What follows belongs to an exercise in optimizing a design on an open flow for small area; a production flow would make more cautious choices. Only simulation tests tie the RTL to the original design; equivalence was not proved. Power figures rest on the tool's default switching activity, not on a simulated workload.

==> flow/design.v (excerpt) <==
module rv_top (
    input  logic        clk,
    input  logic        reset,
    output logic        wb_cyc,
    output logic        wb_stb,
    output logic        wb_we,
    output logic [31:0] wb_adr,
    output logic [31:0] wb_dat_w,
    output logic [3:0]  wb_sel,
    input  logic [31:0] wb_dat_r,
    input  logic        wb_ack,
    output logic        halted
);
For scale: ~1900 cells after synthesis, about 1100 flip-flops, about 110 I/O pins, about 29000 sq um of cells after synthesis.
Settings: LEC_CHECK=0, CAP_MARGIN=20, CORE_MARGIN=2, CORE_UTILIZATION=40, CTS_CLUSTER_DIAMETER=100, CTS_CLUSTER_SIZE=24, SLEW_MARGIN=20; clock period 14.0 ns.
standard.sh (not shown) runs the stock make flow with config.mk's settings and CLKGATE_MAP_FILE= SYNTH_SCRIPT=/design/flow/synth_recipe.tcl, a recipe that flattens the netlist after the stock synthesis.
==> flow/flow/run.sh <==
#!/bin/bash
# The standard layout (standard.sh) with two settings changed through the
# environment: clock tree synthesis without dummy loads, and the smallest
# buffer on each port. Each tool's output goes to the ORFS logs; make's output
# goes to standard.log here.
export CTS_ARGS="-sink_clustering_enable -repair_clock_nets -dont_use_dummy_load -sink_clustering_size 24 -sink_clustering_max_diameter 100"
export BUFFER_PORTS_ARGS="-buffer_cell sky130_fd_sc_hd__buf_1"
bash standard.sh > standard.log 2>&1
The first run produced a clean layout.
Next try:
--- a/flow/flow/run.sh
+++ b/flow/flow/run.sh
@@ -5,3 +5,3 @@
 # goes to standard.log here.
-export CTS_ARGS="-sink_clustering_enable -repair_clock_nets -dont_use_dummy_load -sink_clustering_size 24 -sink_clustering_max_diameter 100"
+export CTS_ARGS="-sink_clustering_enable -repair_clock_nets -dont_use_dummy_load -sink_clustering_size 20 -sink_clustering_max_diameter 50 -buf_list sky130_fd_sc_hd__clkbuf_8"
 export BUFFER_PORTS_ARGS="-buffer_cell sky130_fd_sc_hd__buf_1"
- CORE_UTILIZATION: 40 -> 60
- PLACE_DENSITY: not set -> 0.75
What happened: The changed run finished with timing, DRC and antenna clean; total power came out lower by 4.4%; global-route usage came out higher by 7.0 points; clock-buffer cell count came out higher by 22.
Next try:
--- a/flow/flow/run.sh
+++ b/flow/flow/run.sh
@@ -5,3 +5,3 @@
 # goes to standard.log here.
-export CTS_ARGS="-sink_clustering_enable -repair_clock_nets -dont_use_dummy_load -sink_clustering_size 20 -sink_clustering_max_diameter 50 -buf_list sky130_fd_sc_hd__clkbuf_8"
+export CTS_ARGS="-sink_clustering_enable -repair_clock_nets -dont_use_dummy_load -sink_clustering_size 18 -sink_clustering_max_diameter 60 -buf_list sky130_fd_sc_hd__clkbuf_8"
 export BUFFER_PORTS_ARGS="-buffer_cell sky130_fd_sc_hd__buf_1"
- CORE_UTILIZATION: 60 -> 40
- GPL_ROUTABILITY_DRIVEN: not set -> 0
- GPL_TIMING_DRIVEN: not set -> 0
- PLACE_DENSITY: 0.75 -> not set
Outcome: Fmax decreases by 11%; final cell count increases by 15%; count of clock-buffer cells in the layout stays the same; power hardly moves; non-clock buffer count increases by 47; clock power stays flat.
Next try:
- GPL_ROUTABILITY_DRIVEN: 0 -> not set
After rerunning: Count of clock-buffer cells in the layout went up by 2. Routed wire length went up by 4.2%. Core utilization stays flat. Final area is about the same. Critical path depth went up by 1. Power went up by 0.35%.


== run A ==
rv_top, a different RTL version from the one above (not shown whole).
Size: about 1900 cells after synthesis, about 1100 flip-flops, roughly 110 I/O pins, ~30000 um2 of cells after synthesis.
Settings: LEC_CHECK=0, CAP_MARGIN=20, CORE_MARGIN=2, CORE_UTILIZATION=40, CTS_CLUSTER_DIAMETER=100, CTS_CLUSTER_SIZE=24, SLEW_MARGIN=20; clock period 14.0 ns.
==> flow/flow/run.sh <==
#!/bin/bash
# The standard layout (standard.sh), with three settings changed through the
# environment: clock tree synthesis without dummy loads, the smallest buffer
# on each port, and ORFS's power recovery (downsizing cells with slack).
export CTS_ARGS="-sink_clustering_enable -repair_clock_nets -dont_use_dummy_load -sink_clustering_size 24 -sink_clustering_max_diameter 100"
export BUFFER_PORTS_ARGS="-buffer_cell sky130_fd_sc_hd__buf_1"
export RECOVER_POWER=100
bash standard.sh > standard.log 2>&1
status=$?
cp standard.sh standard.sh.txt 2>/dev/null
exit $status
Run A finished all stages; layout check result: FAIL, due to max-capacitance violations, max-slew violations.
Inputs modified between run A and run B:
Settings: swapping 100 for 120 in CTS_CLUSTER_DIAMETER; swapping 24 for 32 in CTS_CLUSTER_SIZE.
==> flow/run.sh (new file) <==
#!/bin/bash
# synth_recipe.tcl (not shown) runs the flow's synth.tcl, then flattens the netlist and writes it again
# the make line also repeats each setting of config.mk as NAME=value (left out here)
make -C /OpenROAD-flow-scripts/flow DESIGN_CONFIG=/design/flow/config.mk WORK_HOME=/design/flow/orfs CLKGATE_MAP_FILE= SYNTH_SCRIPT=/design/flow/synth_recipe.tcl finish
removed: flow/flow/run.sh
removed: flow/standard.sh
Results
- Having completed the whole flow, run B delivered a layout that passed the timing, design-rule and antenna checks.
- Run B vs run A on final area: run B is the higher one.
- The power share of the combinational group in run B sits 0.4 points above the value recorded for run A.
- Run B: remaining max-slew budget at the tightest pin is 120 points higher than what run A reported.
- Lower final hold slack goes to run B over run A.
- Per the comparison of run B with run A, time the final worst path needs with I/O delays and setup -2.11 ns, wire length -0.91%, total CTS buffers -12, post-route worst setup slack +2.11 ns, power -1.8%.
Here is what was changed in the inputs of run C compared with run B.
Settings: clearing CTS_CLUSTER_SIZE, which used to be 32; clearing CTS_CLUSTER_DIAMETER, which used to be 120.
Notes after the runs:
- Compare run C and run B | number of buffers added by the clock tree synthesis step higher: run C
- Run B and run C ended up with roughly the same maximum clock rate.
- From run B to run C the numbers moved as follows: length of routed wiring on met1 went up; number of diodes added for antenna fixing went up; leakage dissipation went up; cell area went up; area added between synthesis and finish went up.
- Relative to run B, the met3 wire length measured on run C has increased by more than 10%.
- Of run C and run B, the run reporting the higher via count of the first global-routing pass was run C.
- Clock network power grows by more than half when moving from run B to run C.
- Number of clock buffers in the layout came out higher on run C than on run B.
Input changes introduced in run D (baseline for comparison: run C):
Settings: CTS_CLUSTER_SIZE now 24, previously not set; CTS_CLUSTER_DIAMETER now 100, previously not set.
### Flow results
Maximum cell stage delay along the critical path: run C vs run D — no meaningful difference. Run D ended with every stage complete and zero timing, DRC or antenna violations. Both conditions hold for run C: the flow ran to the end and the final layout passed the timing, design-rule and antenna checks. Going from run C to run D, via total after detailed routing shrinks by 368. From run D to run C, share of synthesized area occupied by flip-flops and latches did not move at all. Count of clock-buffer cells in the layout, run D vs run C: down by more than half. Compared with run C, run D shows leakage component of the power that has gone down by a little under 10%. Run D vs. run C: utilization went down by 2.9 points. Global-route wire length before repair (run D vs. run C) decreases by a few percent.
--- input diff run D..run E ---
Settings: CTS_CLUSTER_DIAMETER no longer set, was 100; CTS_CLUSTER_SIZE no longer set, was 24; CTS_BUF_LIST now sky130_fd_sc_hd__clkbuf_4, previously not set.
- Run E ended with every stage complete and zero timing, DRC or antenna violations.
- Compare run E and run D | fmax higher: run E
- Clock network power: run E worse than run D
- Run E: clock period minus worst slack is 0.25 ns lower than what run D reported.
- Overall power: run E vs run D up 18%
- Re total wire length: run E and run D aren't equal, and the lower value belongs to run D.
- Compared to run D, run E has cell area 5.8% higher.
- Re core utilization: run D was lower than run E.
- Sequential share of layout area: lower on run E

-- separate check: timing with driven ports --
The flow's constraints put no driver on any port. The routed layouts listed below were extracted and timed again, unchanged, in two steps.
Step 1 sets driving cells, clkbuf_16 on the clock port and buf_2 on the other inputs (assumed; they add their load-dependent delay and slew).
Step 2 moves the port delays by t, midway between the first and last clock arrival at a register: inputs arrive t later, outputs are due t later. That takes back most of the time a late clock gives input paths.
Slacks: ideal / step 1 / step 2; pairs: ideal / step 1.
run	shift t [ns]	slack for setup (ns)	hold slack, ns	worst register clock-pin slew, ns	pins driven straight from the clock port
the first run of note 1	0.657	7.373 / 7.410 / 6.753	0.281 / 0.281 / 0.281	0.10 / 0.10	1
the second run of note 1	0.700	7.524 / 7.552 / 6.853	0.252 / 0.252 / 0.252	0.11 / 0.11	1
the third run of note 1	0.703	6.701 / 6.725 / 6.023	0.268 / 0.268 / 0.268	0.10 / 0.10	1
the fourth run of note 1	0.706	6.748 / 6.755 / 6.050	0.285 / 0.285 / 0.285	0.11 / 0.11	1
run A	0.671	3.470 / 3.502 / 2.831	0.305 / 0.305 / 0.305	0.10 / 0.10	1
run B	0.664	5.577 / 5.602 / 4.937	0.296 / 0.296 / 0.296	0.12 / 0.12	1
run C	0.691	5.585 / 5.607 / 4.917	0.288 / 0.288 / 0.288	0.07 / 0.07	1
run D	0.675	5.621 / 5.646 / 4.970	0.302 / 0.302 / 0.302	0.10 / 0.10	1
run E	1.025	5.873 / 5.892 / 4.867	0.263 / 0.263 / 0.263	0.07 / 0.07	1
The setup slack of run E, which loses most, moves by +0.019 ns with the drivers and by -1.006 ns with both steps.
